Background: an optimization exercise with open tools, aiming at small area. Do not read the settings as production practice. In this exercise RTL edits were held to simulation tests only and were not proved equivalent to the original. Power and IR drop assume default switching activity.

$ cat config.mk
export PLATFORM = sky130hd
export DESIGN_NAME = ram_sdp_top
export DESIGN_NICKNAME = ram_sdp_top
export VERILOG_FILES = /design/flow/design.v
export SDC_FILE = /design/flow/constraint.sdc
export NUM_CORES = 4
export LEC_CHECK = 0
export CAP_MARGIN = 40
export CORE_MARGIN = 2
export CORE_UTILIZATION = 55
export CTS_BUF_LIST = sky130_fd_sc_hd__clkbuf_8
export CTS_CLUSTER_DIAMETER = 50
export CTS_CLUSTER_SIZE = 20
export SLEW_MARGIN = 20
export SYNTH_HIERARCHICAL = 1
export SYNTH_MEMORY_MAX_BITS = 8192
export SYNTH_MINIMUM_KEEP_SIZE = 0
$ cat constraint.sdc
create_clock -name core_clock -period 10.0 [get_ports {clk}]
set_input_delay 2.0000 -clock core_clock [delete_from_list [all_inputs] [get_ports {clk}]]
set_output_delay 2.0000 -clock core_clock [all_outputs]
set_load 0.01 [all_outputs]
$ cat design.v
package ram_pkg;
  typedef enum logic {
    ST_INIT = 1'b0,
    ST_RUN  = 1'b1
  } state_t;
  localparam int RDW_READ_FIRST  = 0;
  localparam int RDW_WRITE_FIRST = 1;
endpackage
module ram_be_merge #(
  parameter int DATA_W = 16
) (
  input  logic [DATA_W-1:0]   old_data,
  input  logic [DATA_W-1:0]   new_data,
  input  logic [DATA_W/8-1:0] be,
  output logic [DATA_W-1:0]   merged
);
  always_comb begin
    merged = old_data;
    for (int k = 0; k < DATA_W/8; k++) begin
      if (be[k]) merged[8*k +: 8] = new_data[8*k +: 8];
    end
  end
endmodule
module ram_sdp_init (
  input  logic        clk,
  input  logic        rst,
  input  logic        wr_en,
  input  logic [7:0]  wr_addr,
  input  logic [15:0] wr_data,
  input  logic [1:0]  wr_be,
  input  logic        rd_en,
  input  logic [7:0]  rd_addr,
  input  logic        oe,
  output logic [15:0] rd_data,
  output logic        rd_valid,
  output logic        init_busy
);
  localparam logic [15:0] INIT_VAL = 16'hA5A5;
  logic        busy_q;
  logic [7:0]  ptr;
  logic        ph;
  logic        rd_v;
  logic [15:0] rd_q;
  logic [7:0]  waddr;
  logic [1:0]  ben;
  logic [15:0] wd;
  logic [15:0] bmask;
  logic [15:0] dc;
  assign waddr = busy_q ? ptr : wr_addr;
  assign ben   = {2{~rst}} & ({2{busy_q}} | ({2{wr_en}} & wr_be));
  assign wd    = busy_q ? INIT_VAL : wr_data;
  assign bmask = {{8{ben[1]}}, {8{ben[0]}}};
  assign dc    = ~bmask | (wd ^ {16{ph}});
  logic [15:0] whi, wlo;
  logic [15:0] whi0, whi1;
  always_comb begin
    for (int i = 0; i < 16; i++) begin
      whi[i] = (waddr[7:4] == 4'(i));
      wlo[i] = (waddr[3:0] == 4'(i));
    end
  end
  assign whi0 = whi & {16{ben[0]}};
  assign whi1 = whi & {16{ben[1]}};
  logic [255:0] r_n, r0, r1;
  logic [4095:0] st;
  for (genvar i = 0; i < 256; i++) begin : g_row
    assign r_n[i] = ~(whi[i/16] & wlo[i%16]);
    assign r0[i]  = whi0[i/16] & wlo[i%16];
    assign r1[i]  = whi1[i/16] & wlo[i%16];
    for (genvar j = 0; j < 16; j++) begin : g_bit
      ram_cell u_cell (
        .clk (clk),
        .r_n (r_n[i]),
        .r   (j < 8 ? r0[i] : r1[i]),
        .dc  (dc[j]),
        .q   (st[16*i+j])
      );
    end
  end
  logic [15:0]  rhi, rlo;
  logic [255:0] sel_n;
  always_comb begin
    for (int i = 0; i < 16; i++) begin
      rhi[i] = (rd_addr[7:4] == 4'(i));
      rlo[i] = (rd_addr[3:0] == 4'(i));
    end
  end
  for (genvar i = 0; i < 256; i++) begin : g_sel
    assign sel_n[i] = ~(rhi[i/16] & rlo[i%16]);
  end
  logic [2047:0] pr;
  for (genvar p = 0; p < 128; p++) begin : g_pair
    for (genvar j = 0; j < 16; j++) begin : g_bit
      ram_rdpair u_pair (
        .sel0_n (sel_n[2*p]),
        .q0     (st[32*p+j]),
        .sel1_n (sel_n[2*p+1]),
        .q1     (st[32*p+16+j]),
        .y      (pr[16*p+j])
      );
    end
  end
  logic [15:0] nrd;
  always_comb begin
    for (int j = 0; j < 16; j++) begin
      nrd[j] = 1'b0;
      for (int p = 0; p < 128; p++)
        nrd[j] = nrd[j] | pr[16*p+j];
    end
  end
  logic [15:0] arr;
  assign arr = ~nrd ^ {16{ph}};
  logic        collide;
  logic [15:0] cmask;
  logic [15:0] rd_word;
  assign collide = wr_en && (wr_addr == rd_addr);
  assign cmask   = {{8{collide & wr_be[1]}}, {8{collide & wr_be[0]}}};
  assign rd_word = (cmask & wr_data) | (~cmask & arr);
  always_ff @(posedge clk) begin
    if (rst) ph <= 1'b0;
    else     ph <= ~ph;
  end
  always_ff @(posedge clk) begin
    if (rst) begin
      ptr    <= '0;
      rd_v   <= 1'b0;
      rd_q   <= '0;
      busy_q <= 1'b1;
    end else if (busy_q) begin
      ptr  <= ptr + 1'b1;
      rd_v <= 1'b0;
      if (ptr == 8'hFF) busy_q <= 1'b0;
    end else begin
      rd_v <= rd_en;
      if (rd_en) rd_q <= rd_word;
    end
  end
  assign rd_data   = oe ? rd_q : '0;
  assign rd_valid  = rd_v;
  assign init_busy = busy_q;
endmodule
module ram_cell (
  input  logic clk,
  input  logic r_n,
  input  logic r,
  input  logic dc,
  output logic q
);
  always_ff @(posedge clk)
    q <= ~((r_n | dc) & (r | q));
endmodule
module ram_rdpair (
  input  logic sel0_n,
  input  logic q0,
  input  logic sel1_n,
  input  logic q1,
  output logic y
);
  assign y = ~((sel0_n | q0) & (sel1_n | q1));
endmodule
module ram_sdp_top (
  input  logic        clk,
  input  logic        rst,
  input  logic        wr_en,
  input  logic [7:0]  wr_addr,
  input  logic [15:0] wr_data,
  input  logic [1:0]  wr_be,
  input  logic        rd_en,
  input  logic [7:0]  rd_addr,
  input  logic        oe,
  output logic [15:0] rd_data,
  output logic        rd_valid,
  output logic        init_busy
);
  ram_sdp_init u_ram (
    .clk       (clk),
    .rst       (rst),
    .wr_en     (wr_en),
    .wr_addr   (wr_addr),
    .wr_data   (wr_data),
    .wr_be     (wr_be),
    .rd_en     (rd_en),
    .rd_addr   (rd_addr),
    .oe        (oe),
    .rd_data   (rd_data),
    .rd_valid  (rd_valid),
    .init_busy (init_busy)
  );
endmodule
$ cat run.sh
#!/bin/bash
# synth_recipe.tcl (not shown) runs the flow's synth.tcl, then flattens the netlist and writes it again
# the make line also repeats each setting of config.mk as NAME=value (left out here)
make -C /OpenROAD-flow-scripts/flow DESIGN_CONFIG=/design/flow/config.mk WORK_HOME=/design/flow/orfs CLKGATE_MAP_FILE= SYNTH_SCRIPT=/design/flow/synth_recipe.tcl finish
==> run_results.csv, run 1 <==
group,metric,value,unit
place,place.gp.congestion,1.08,
clock_network,cts.sinks,4123,
critical_path,slowest_stage,"nor4_4",
pwr,max-vdd-ir-drop,0.000216,V
pwr,p_leak,55.0,nW
final_layout,finish.net_count,13088,
logic_synthesis,syn-cell-area,132000,um^2
critical_path,crit_path_frequent_cell,"nand2_1",
clock_network,cts_tree,"done",
floorplan,coreArea,238000,um^2
final_layout,area.sequential,82500,um^2
logic_synthesis,synth_warnings,8,
final_layout,final_common_cell,"o22ai_1",
final_layout,multi_input_area,49500,um^2
timing,tightestPinTransition,1.23,ns
min_path,hp-class,"reg -> reg",
timing,setup-tns-final,0,ns
grt,grtUsageTotal,44.3,%
timing,hold_viol,0,
detailed_routing,route.vias.total,127461,
detailed_routing,wl_met3,73.8,mm
place,io_buffers,56,
grt,antenna_found_initial,48,
job,maxCapViolations,0,
place,pre_cts_ws,2.69,ns
floorplan,die_y,494,um
logic_synthesis,ys.flop_type,"dfxtp_1",
detailed_routing,final_antenna_net_count,0,
floorplan,num_io_pins,57,
critical_path,cp.required,11.04,ns
detailed_routing,wl_per_cell,34.4,um
detailed_routing,route.met2.wl,233,mm
final_layout,fillerInstances,19208,
logic_synthesis,syn_nets,12488,
place,hpwl,372,mm
timing,setup_viol,0,
clock_network,cts_setup_buffers,0,
timing,rsz0062_at_grt,"no",
critical_path,crit_type,"in -> reg",
critical_path,cp_top_family,"simple AND/OR/NAND/NOR gates",
clock_network,cts_hold_buf,0,
critical_path,cpPeakStageDelay,0.97,ns
logic_synthesis,async_flop_share,0,%
timing,fin_crit_sh,64.3,%
grt,first_global_vias,116182,
critical_path,worst-path-buf-inv,2,
detailed_routing,drt_wl_total,568,mm
logic_synthesis,ys_seq_area_share,62.6,%
final_layout,mostFrequentLayoutCells,"6145 x o22ai_1, 4122 x dfxtp_1, 542 x nand2_1",
clock_network,clk_latency,1.16,ns
timing,min_period,6.43,ns
floorplan,initial_utilization,55.4,%
timing,timing.fmax,0.156,GHz
logic_synthesis,synth_edf_count,0,
critical_path,worstPathArrival,7.47,ns
floorplan,dieArea,244000,um^2
detailed_routing,highest_layer,"met5",
critical_path,crit_path_end_kind,"flip-flop",
pwr,p_per_area,198,nW/um^2
final_layout,drive_above_1_share,8.26,%
floorplan,die_x,494,um
timing,finClkSkew,0.0486,ns
detailed_routing,firstDrtPassIters,7,
final_layout,final_cell_area,148000,um^2
grt,grt-ovfl-total,0,
floorplan,rows,179,
clock_network,h-tree-depth,5,
critical_path,cp-start-kind,"input pin",
logic_synthesis,synthCells,12448,
detailed_routing,wl_met1,218,mm
grt,grt_pass1_wl,809,mm
clock_network,ctsResizeCount,0,
critical_path,path_max_fanout,16,
outcome,outcome,"complete, no violations",
grt,grt_max_degree,148,
timing,slew_violations,0,
clock_network,cts_root_buf,"clkbuf_8",
clock_network,clock_path_buffers,4,
logic_synthesis,synth_cell_types,49,
logic_synthesis,post_synth.cell_area_avg,10.6,um^2
final_layout,area_delta_synth_final,12.4,%
detailed_routing,via_per_inst,7.71,
detailed_routing,drc,0,
detailed_routing,drt_iter0_drc,20986,
timing,fin_ws,3.57,ns
timing,slew_headroom,18.0,%
critical_path,crit_chain,"clkdlybuf4s50_1, nand2_1, nor3_2, buf_4, nand2_1, o22ai_1, nor4_1, nand4_1, nor4_4, a21bo_2, nand3_1",
logic_synthesis,ys_ff_latch,4123,
clock_network,cts.clk_slew.worst_paths,0.10,ns
clock_network,numCtsBuffers,352,
place,dpl-instance-area,140000,um^2
[flip-flops by register name, summed over array words and instances (netlist names)]
| name | flops |
|---|---|
| u_ram.ptr | 8 |
| u_ram.busy_q | 1 |
| u_ram.rd_q | 16 |
| u_ram.ph | 1 |
| u_ram.rd_v | 1 |
| u_ram.g_row.g_bit.u_cell.q | 4096 |
[modules after synthesis (local to each module, per instance), excerpt]
module | copies in the design | cells | area, um^2
ram_rdpair | 2048 | 1 | 6.26
ram_cell | 4096 | 2 | 26.3
ram_sdp_init | 1 | 2208 | 11500
[worst paths after layout]
path | startpoint | endpoint | slack (ns) | depth (start not counted)
max | rd_addr[2] | u_ram.rd_q[1]$_SDFFE_PP0P_ | 3.57 | 11
min | u_ram.g_row[165].g_bit[2].u_cell.q$_DFF_P_ | u_ram.g_row[165].g_bit[2].u_cell.q$_DFF_P_ | 0.45 | 1
max reg2reg | u_ram.busy_q$_SDFF_PP1_ | u_ram.g_row[91].g_bit[3].u_cell.q$_DFF_P_ | 5.06 | 10
min reg2reg | u_ram.g_row[165].g_bit[2].u_cell.q$_DFF_P_ | u_ram.g_row[165].g_bit[2].u_cell.q$_DFF_P_ | 0.45 | 1
[power by group]
part           total (mW)  switching (mW)  internal (mW)
Clock                10.8            6.40           4.39
Combinational        1.55            1.17          0.382
Sequential           17.1           0.247           16.8
[cell type report]
type / count / share of cell area, %
Antenna cell: 47 / 0.0794
Sequential cell: 4123 / 55.7
Clock buffer: 374 / 3.47
Inverter: 3 / 0.00760
Tap cell: 3167 / 2.67
Clock inverter: 242 / 1.89
Multi-Input combinational cell: 8173 / 33.4
Timing Repair Buffer: 395 / 2.82
[layer usage]
metal | GRT usage, % | vias up
met5 | 0.294 | -
met4 | 29.8 | 36
met3 | 13.4 | 2195
met2 | 61.8 | 10413
met1 | 58.9 | 61441
li1 | - | 53376
[cells in the mapped netlist (all sizes together), types with 2 or more instances]
master / count / share of area, %
a21bo: 16 / 0.12
a21o: 3 / 0.017
a21oi: 13 / 0.055
a22oi: 17 / 0.10
a2bb2oi: 2 / 0.031
a31oi: 7 / 0.043
a32o: 2 / 0.015
a32oi: 3 / 0.037
and2: 18 / 0.085
and3: 18 / 0.085
and4: 3 / 0.020
buf: 70 / 0.28
clkbuf: 79 / 0.22
dfxtp: 4123 / 63
inv: 3 / 0.0085
nand2: 558 / 1.6
nand2b: 14 / 0.066
nand3: 35 / 0.13
nand4: 132 / 0.63
nor2: 576 / 1.7
nor2b: 4 / 0.019
nor3: 14 / 0.053
nor4: 548 / 2.6
o21ai: 10 / 0.038
o22ai: 6145 / 29
o32a: 4 / 0.041
o32ai: 2 / 0.013
xnor2: 10 / 0.066
xor2: 13 / 0.086
[per-stage QoR]
stage / hold slack [ns] / power [mW] / util, % / instances
6_report: 0.452 / 29.4 / 62.3 / 16524
5_1_grt: 0.464 / 30.0 / 62.2 / 16492
4_1_cts: 0.454 / 29.2 / 62.0 / 16439
3_5_place_dp: 0.442 / 18.8 / 58.7 / 15823
3_3_place_gp: 0.436 / 18.8 / 57.9 / 15702
2_1_floorplan: 0.426 / 17.9 / - / 12448
[logic make-up after synthesis]
| family | after synthesis | share of synthesized area [%] |
|---|---|---|
| fa+ha+maj | 1 | 0.00948 |
| compound gates | 6226 | 29.7 |
| flops | 4123 | 62.6 |
| buf+inv | 152 | 0.514 |
| mux | 1 | 0.00759 |
| xor+xnor | 23 | 0.153 |
| simple gates | 1922 | 7.06 |
==> inputs of run 2 (changes only) <==
==> flow/run.sh (new file) <==
#!/bin/bash
# Standard ORFS layout (the standard.sh, unchanged synthesis), with a
# clock tree built from small clock buffers in small sink clusters and no
# dummy loads. Each tool's output lands in orfs/logs/; the make output of
# the whole run is kept in flow_make.log.
set -euo pipefail
CTS="-sink_clustering_enable -repair_clock_nets -dont_use_dummy_load"
CTS="$CTS -buf_list sky130_fd_sc_hd__clkbuf_4"
CTS="$CTS -sink_clustering_size 10 -sink_clustering_max_diameter 45"
bash standard.sh "CTS_ARGS=$CTS" finish > flow_make.log 2>&1
==> standard.sh (new file) <==
#!/bin/bash
# synth_recipe.tcl (not shown) runs the flow's synth.tcl, then flattens the netlist and writes it again
# the make line also repeats each setting of config.mk as NAME=value (left out here)
make -C /OpenROAD-flow-scripts/flow DESIGN_CONFIG=/design/flow/config.mk WORK_HOME=/design/flow/orfs CLKGATE_MAP_FILE= SYNTH_SCRIPT=/design/flow/synth_recipe.tcl "${@:-finish}"
==> config.mk (replaced) <==
export PLATFORM = sky130hd
export DESIGN_NAME = ram_sdp_top
export DESIGN_NICKNAME = ram_sdp_top
export VERILOG_FILES = /design/flow/design.v
export SDC_FILE = /design/flow/constraint.sdc
export NUM_CORES = 4
export LEC_CHECK = 0
export CAP_MARGIN = 30
export CORE_MARGIN = 2
export CORE_UTILIZATION = 60
export SLEW_MARGIN = 20
export SYNTH_HIERARCHICAL = 1
export SYNTH_MEMORY_MAX_BITS = 8192
export SYNTH_MINIMUM_KEEP_SIZE = 0
removed: run.sh
==> run 2 against run 1 <==
  * Global-route usage increased by 3.0 points
  * Combinational power is 4% lower
  * Critical path depth is 8 lower
  * Critical path type is now in -> out
==> run_results.csv, run 2 <==
group,metric,value,unit
outcome,outcome,"complete, no violations",
timing,fin_crit_sh,64.9,%
clock_network,cts_root_buf,"clkbuf_4",
final_layout,mostFrequentLayoutCells,"6145 x o22ai_1, 4122 x dfxtp_1, 542 x nand2_1",
clock_network,cts_hold_buf,0,
pwr,p_leak,52.2,nW
timing,setup-tns-final,0,ns
timing,whs,0.451,ns
final_layout,multi_input_area,49200,um^2
clock_network,cts.sinks,4123,
floorplan,coreArea,219000,um^2
critical_path,rr_worst_depth,10,
grt,first_global_vias,116697,
final_layout,finish.net_count,13077,
timing,tightestPinTransition,1.26,ns
place,hpwl,354,mm
pwr,p_seq_share,65.4,%
logic_synthesis,syn_nets,12488,
logic_synthesis,post_synth.cell_area_avg,10.6,um^2
grt,antenna_found_initial,34,
critical_path,cp.required,8.00,ns
pwr,p_comb_share,5.7,%
clock_network,ctsResizeCount,0,
min_path,hp-class,"reg -> reg",
final_layout,largest_register_ffs,4096,
logic_synthesis,synth_edf_count,0,
pwr,clkPwrFrac,28.8,%
final_layout,top_register,"u_ram.g_row.g_bit.u_cell.q",
logic_synthesis,yosysTopAreaCell,"dfxtp_1",
detailed_routing,wl_per_cell,34.8,um
critical_path,reg2reg_slack,5.06,ns
floorplan,num_io_pins,57,
final_layout,area_delta_synth_final,7.33,%
logic_synthesis,async_flop_share,0,%
min_path,whs_path_depth,1,
clock_network,clock_path_buffers,4,
timing,slew_violations,0,
pwr,max-vdd-ir-drop,0.000145,V
timing,hold_viol,0,
grt,grt_pass1_wl,793,mm
pwr,p_per_area,184,nW/um^2
logic_synthesis,synth_most_common_cell,"o22ai_1",
floorplan,initial_utilization,60.2,%
place,place.gp.congestion,1.09,
floorplan,dieArea,224000,um^2
final_layout,final_common_cell,"o22ai_1",
place,io_buffers,56,
critical_path,crit-reg2reg-launch,"u_ram.busy_q$_SDFF_PP1_",
critical_path,path_max_fanout,16,
logic_synthesis,synth_common_cells,"6145 x o22ai_1, 4123 x dfxtp_1, 554 x nand2_1",
detailed_routing,drc,0,
timing,rsz0062_at_grt,"no",
pwr,p_sw,6.70,mW
logic_synthesis,ys_seq_area_share,62.6,%
final_layout,area.sequential,82500,um^2
clock_network,cts_setup_buffers,0,
logic_synthesis,synth_area_leaders,"dfxtp_1 63%, o22ai_1 29%, nor4_1 2.6%, nand2_1 1.6%, nor2_1 1.6%",
logic_synthesis,yosysTopAreaCellShare,62.6,%
final_layout,largestRegisters,"u_ram.g_row.g_bit.u_cell.q x4096, u_ram.rd_q x16, u_ram.ptr x8",
timing,finClkSkew,0.153,ns
detailed_routing,firstDrtPassIters,11,
timing,timing.fmax,0.154,GHz
logic_synthesis,ys.flop_type,"dfxtp_1",
clock_network,h-tree-depth,5,
critical_path,crit_type,"in -> out",
pwr,p_int,19.4,mW
clock_network,cts_tree,"done",
clock_network,cts.clk_slew.worst_paths,0.07,ns
clock_network,clk_latency,1.56,ns
grt,grtUsageTotal,47.3,%
logic_synthesis,synthCells,12448,
critical_path,crit_path_end_kind,"output port",
pwr,power,26.1,mW
detailed_routing,final_antenna_net_count,0,
logic_synthesis,syn-cell-area,132000,um^2
detailed_routing,drt_iter0_drc,21870,
grt,grt_max_degree,153,
timing,slew_headroom,15.2,%
logic_synthesis,synth_warnings,8,
detailed_routing,route.vias.total,127826,
pwr,swShare,25.7,%
grt,grt-ovfl-total,0,
timing,setup_viol,0,
job,maxCapViolations,0,
floorplan,rows,172,
logic_synthesis,ys_ff_latch,4123,
floorplan,die_y,473,um
min_path,hp-start,"u_ram.g_row[9].g_bit[5].u_cell.q$_DFF_P_",
final_layout,drive_above_1_share,6.28,%
floorplan,die_x,473,um
final_layout,fillerInstances,17560,
detailed_routing,via_per_inst,8.01,
critical_path,cp-start-kind,"input pin",
detailed_routing,drt_wl_total,555,mm
critical_path,worstPathArrival,4.49,ns
clock_network,numCtsBuffers,496,
logic_synthesis,synth_cell_types,49,
min_path,min_to,"u_ram.g_row[9].g_bit[5].u_cell.q$_DFF_P_",
critical_path,timing.rr.end,"u_ram.g_row[119].g_bit[0].u_cell.q$_DFF_P_",
timing,min_period,6.49,ns
==> run 2: routing by layer <==
| layer | track usage [%] | up-vias | routed length, um |
|---|---|---|---|
| li1 | - | 53190 | - |
| met5 | 0.498 | - | 392 |
| met2 | 64.7 | 11259 | 222000 |
| met4 | 33.9 | 31 | 46700 |
| met1 | 60.8 | 60949 | 205000 |
| met3 | 17.9 | 2397 | 81400 |
==> run 2: stage by stage <==
stage	utilization (%)	setup slack (ns)	instance area, um^2	instances
floorplan	-	2.43	132000	12448
global placement	62.6	2.46	137000	15367
detailed placement	62.7	2.48	137000	15384
CTS	64.4	3.81	141000	15880
global route	64.6	3.56	141000	15919
finish	64.6	3.51	142000	15961
==> run 2: area by class of cell <==
class | count | area share, %
antenna | 55 | 0.0972
clock buffer | 496 | 2.63
inverter | 3 | 0.00795
multi-input combinational | 8173 | 34.8
sequential | 4123 | 58.3
tap | 2871 | 2.54
timing repair buffer | 240 | 1.63
==> run 2: logic make-up after synthesis <==
logic type                 after synthesis  share of synthesized area, %
AOI/OAI and AO/OA                     6226                          29.7
xor gates and xnor gates                23                         0.153
adders and majority gates                1                       0.00948
buffers and inverters                  152                         0.514
DFF                                   4123                          62.6
muxes                                    1                       0.00759
and+or+nand+nor                       1922                          7.06
==> run 2: how the worst max path moves through the flow <==
stage / start / endpoint
finish: oe / rd_data[4]
global route: oe / rd_data[1]
CTS: oe / rd_data[4]
detailed placement: rd_addr[1] / u_ram.rd_q[11]$_SDFFE_PP0P_
global placement: rd_addr[1] / u_ram.rd_q[11]$_SDFFE_PP0P_
floorplan: wr_data[11] / u_ram.g_row[0].g_bit[11].u_cell.q$_DFF_P_
==> run 2: critical path, cell delays in order <==
cell and delay [ns]:
clkdlybuf4s50_1 1.05, and2_1 0.73, clkdlybuf4s50_1 0.68
==> run 2: modules after synthesis, one instance, submodules excluded, a selection <==
module | area (um^2) | flops+latches | copies in the design | cells
ram_cell | 26.3 | 1 | 4096 | 2
ram_rdpair | 6.26 | 0 | 2048 | 1
ram_sdp_init | 11500 | 27 | 1 | 2208
==> run 2: power groups by stage <==
stage	logic, mW	registers (mW)	clock network, mW
floorplan	0.606	17.3	0
global placement	1.31	17.4	0
detailed placement	1.36	17.4	0
CTS	1.35	17.1	7.47
global route	1.47	17.1	8.12
finish	1.49	17.1	7.53
==> inputs of run 3 (changes only) <==
--- a/flow/run.sh
+++ b/flow/run.sh
@@ -6,5 +6,5 @@
 set -euo pipefail
 CTS="-sink_clustering_enable -repair_clock_nets -dont_use_dummy_load"
 CTS="$CTS -buf_list sky130_fd_sc_hd__clkbuf_4"
-CTS="$CTS -sink_clustering_size 10 -sink_clustering_max_diameter 45"
+CTS="$CTS -sink_clustering_size 10 -sink_clustering_max_diameter 35"
 bash standard.sh "CTS_ARGS=$CTS" finish > flow_make.log 2>&1
--- a/config.mk
+++ b/config.mk
@@ -5,7 +5,7 @@
 export SDC_FILE = /design/flow/constraint.sdc
 export NUM_CORES = 4
 export LEC_CHECK = 0
-export CAP_MARGIN = 30
+export CAP_MARGIN = 40
 export CORE_MARGIN = 2
 export CORE_UTILIZATION = 60
 export SLEW_MARGIN = 20
==> run 3 against run 2 <==
  * Final cell count grew 1.0%
  * Clock power grew 7.8%
  * Largest power group unchanged
  * Clock skew shrank 0.017 ns
  * Combinational power grew 3%
  * Critical path depth is the same
  * Utilization grew 0.73 points
  * Highest routed layer unchanged
  * Via count grew 0.67%
  * First-iteration DRC count grew 3.9%
  * Register-to-register slack gained 0.30 ns
  * Synthesized area is the same
  * Still clean on timing, DRC and antenna
==> run_results.csv, run 3 <==
group,metric,value,unit
logic_synthesis,synth_area_leaders,"dfxtp_1 63%, o22ai_1 29%, nor4_1 2.6%, nand2_1 1.6%, nor2_1 1.6%",
detailed_routing,firstDrtPassIters,9,
logic_synthesis,yosysTopAreaCell,"dfxtp_1",
logic_synthesis,synthAdderAreaFrac,0.00949,%
pwr,p_leak,53.1,nW
final_layout,drive_above_1_share,7.47,%
critical_path,crit-reg2reg-launch,"u_ram.busy_q$_SDFF_PP1_",
detailed_routing,via_per_inst,7.98,
min_path,hp-class,"reg -> reg",
logic_synthesis,ys_ff_latch,4123,
logic_synthesis,ys_seq_area_share,62.6,%
logic_synthesis,ys.flop_type,"dfxtp_1",
clock_network,cts.clk_slew.worst_paths,0.06,ns
grt,grt-ovfl-total,0,
logic_synthesis,synth_top_family_by_area,"compound AO/OA/AOI/OAI gates",
timing,timing.fmax,0.158,GHz
place,place.gp.congestion,1.09,
critical_path,reg2reg_slack,5.36,ns
floorplan,die_x,473,um
detailed_routing,final_antenna_net_count,0,
pwr,power,26.7,mW
floorplan,coreArea,219000,um^2
min_path,hp-start,"u_ram.g_row[84].g_bit[5].u_cell.q$_DFF_P_",
final_layout,final_common_cell,"o22ai_1",
timing,min_period,6.31,ns
logic_synthesis,synth_most_common_cell,"o22ai_1",
timing,slew_violations,0,
clock_network,cts_root_buf,"clkbuf_4",
detailed_routing,route.vias.total,128683,
final_layout,largest_register_ffs,4096,
pwr,max-vdd-ir-drop,0.000146,V
logic_synthesis,synth_common_cells,"6145 x o22ai_1, 4123 x dfxtp_1, 554 x nand2_1",
clock_network,numCtsBuffers,591,
logic_synthesis,syn_nets,12488,
critical_path,slowest_stage,"clkdlybuf4s50_1",
final_layout,mostFrequentLayoutCells,"6145 x o22ai_1, 4122 x dfxtp_1, 591 x clkbuf_4",
critical_path,worstPathArrival,4.31,ns
timing,hold_viol,0,
floorplan,die_y,473,um
clock_network,cts_setup_buffers,0,
logic_synthesis,synth_warnings,8,
logic_synthesis,synth_compound_area_share,29.7,%
critical_path,cp-start-kind,"input pin",
clock_network,clk_latency,1.53,ns
outcome,outcome,"complete, no violations",
logic_synthesis,synth_cell_types,49,
place,dp.cells,15440,
timing,setup_viol,0,
timing,finClkSkew,0.136,ns
place,dpl-instance-area,138000,um^2
min_path,whs_path_depth,1,
critical_path,crit_path_frequent_cell,"clkdlybuf4s50_1",
detailed_routing,wl_per_cell,34.5,um
floorplan,num_io_pins,57,
place,io_buffers,56,
critical_path,rr_worst_depth,11,
timing,fin_ws,3.69,ns
logic_synthesis,muxShareOfSynthArea,0.00759,%
place,hpwl,356,mm
timing,fin_crit_sh,63.1,%
clock_network,cts_hold_buf,0,
final_layout,area_delta_synth_final,8.54,%
logic_synthesis,async_flop_share,0,%
grt,grt_max_degree,153,
job,maxCapViolations,0,
logic_synthesis,yosysTopAreaCellShare,62.6,%
logic_synthesis,syn-cell-area,132000,um^2
final_layout,finish.net_count,13246,
critical_path,crit_path_end_kind,"output port",
floorplan,dieArea,224000,um^2
floorplan,rows,172,
detailed_routing,drc,0,
final_layout,final_util,65.3,%
logic_synthesis,post_synth.cell_area_avg,10.6,um^2
grt,antenna_found_initial,41,
critical_path,path_max_fanout,16,
clock_network,cts_tree,"done",
clock_network,cts.sinks,4123,
logic_synthesis,synthCells,12448,
final_layout,top_register,"u_ram.g_row.g_bit.u_cell.q",
timing,rsz0062_at_grt,"no",
detailed_routing,drt_wl_total,556,mm
final_layout,final_cell_area,143000,um^2
place,pre_cts_ws,2.82,ns
timing,whs,0.447,ns
critical_path,crit_chain,"clkdlybuf4s50_1, and2_1, clkdlybuf4s50_1",
grt,first_global_vias,117769,
clock_network,ctsResizeCount,0,
logic_synthesis,synth_xor_area_share,0.153,%
critical_path,cp.required,8.00,ns
floorplan,initial_utilization,60.2,%
clock_network,h-tree-depth,6,
detailed_routing,drt_iter0_drc,22716,
min_path,min_to,"u_ram.g_row[84].g_bit[5].u_cell.q$_DFF_P_",
critical_path,cpPeakStageDelay,1.03,ns
clock_network,clock_path_buffers,4,
timing,slew_headroom,14.1,%
timing,tightestPinTransition,1.29,ns
critical_path,timing.rr.end,"u_ram.g_row[39].g_bit[1].u_cell.q$_DFF_P_",
logic_synthesis,synth_edf_count,0,
grt,grtUsageTotal,47.5,%
critical_path,crit_type,"in -> out",
final_layout,fin_cells,16120,
pwr,p_per_area,187,nW/um^2
timing,setup-tns-final,0,ns
logic_synthesis,synth-simple-area-share,7.06,%
grt,grt_pass1_wl,796,mm
final_layout,largestRegisters,"u_ram.g_row.g_bit.u_cell.q x4096, u_ram.rd_q x16, u_ram.ptr x8",
==> run 3: cell counts after synthesis <==
Identical to the previous run, type by type.
==> run 3: per-layer routing <==
| metal | vias up | part of all wire [%] | GRT usage [%] |
|---|---|---|---|
| met5 | - | 0.036 | 0.216 |
| met3 | 2466 | 15 | 19.2 |
| met4 | 28 | 8.5 | 35.0 |
| li1 | 53636 | - | - |
| met2 | 11471 | 40 | 64.4 |
| met1 | 61082 | 37 | 60.4 |
==> run 3: area by class of cell <==
type / instances / area (um^2)
Antenna cell: 45 / 113
Clock buffer: 591 / 4440
Fill cell: 17640 / 75900
Inverter: 3 / 11.3
Multi-Input combinational cell: 8173 / 49200
Sequential cell: 4123 / 82500
Tap cell: 2871 / 3590
Timing Repair Buffer: 314 / 3230
==> run 3: report_power, final <==
group / internal, mW / leakage [nW] / switching (mW)
combinational: 0.350 / 12.8 / 1.18
sequential: 16.8 / 37.6 / 0.268
clock: 2.73 / 2.72 / 5.39
==> run 3: cells by family (layout without fill, tap and decap cells) <==
family                     count (synthesis)  in the layout
muxes                                      1              1
buffers and inverters                    152            908
other                                      0             45
adders and majority gates                  1              1
DFF                                     4123           4123
and+or+nand+nor                         1922           1922
AOI/OAI and AO/OA                       6226           6226
xor gates and xnor gates                  23             23
==> run 3: worst max-delay path by stage <==
stage | slack, ns | cells past startpoint | startpoint | end
final | 3.69 | 3 | oe | rd_data[4]
after global routing | 3.73 | 3 | oe | rd_data[4]
after CTS | 3.79 | 3 | oe | rd_data[4]
after detailed placement | 2.82 | 12 | rd_addr[5] | u_ram.rd_q[9]$_SDFFE_PP0P_
after global placement | 2.46 | 12 | rd_addr[1] | u_ram.rd_q[11]$_SDFFE_PP0P_
after floorplan | 2.43 | 3 | wr_data[11] | u_ram.g_row[0].g_bit[11].u_cell.q$_DFF_P_
==> run 3: critical path, delay by kind of cell <==
family                 cells  cell delay (ns)
AND/OR/NAND/NOR            1             0.60
buffers and inverters      2             1.69
==> run 3: modules after synthesis (local to each module, per instance), excerpt <==
module | cell area, um^2 | flip-flops and latches | times used | cells inside
ram_rdpair | 6.26 | 0 | 2048 | 1
ram_sdp_init | 11500 | 27 | 1 | 2208
ram_cell | 26.3 | 1 | 4096 | 2

[afterwards: timing with drivers on the ports]
In the flow no input, the clock included, has a driving cell. The finished layouts below were timed again as built, in two steps. Step 1, drivers: a clkbuf_16 drives clk and a buf_2 each remaining input, both assumed. Step 2 adds t to the input delays and takes it off the output delays; t is the mean of the earliest and latest rising clock arrival at the registers after step 1. Input paths then give back, and output paths get back, about the clock's delay inside the block. Three values: no drivers, after step 1, after step 2; two values: the first two.
run | t, ns | slack for setup (ns) | worst setup path after step 2 | pins driven straight from the clock port
run 1 | 1.253 | 3.573 / 3.632 / 2.379 | input to register | 1
run 2 | 1.596 | 3.513 / 3.490 / 2.230 | input to register | 1
run 3 | 1.572 | 3.686 / 3.665 / 2.474 | input to register | 1
After both steps every run listed still meets setup and hold. The setup slack of run 2, which loses most, moves by -0.023 ns with the drivers and by -1.283 ns with both steps.
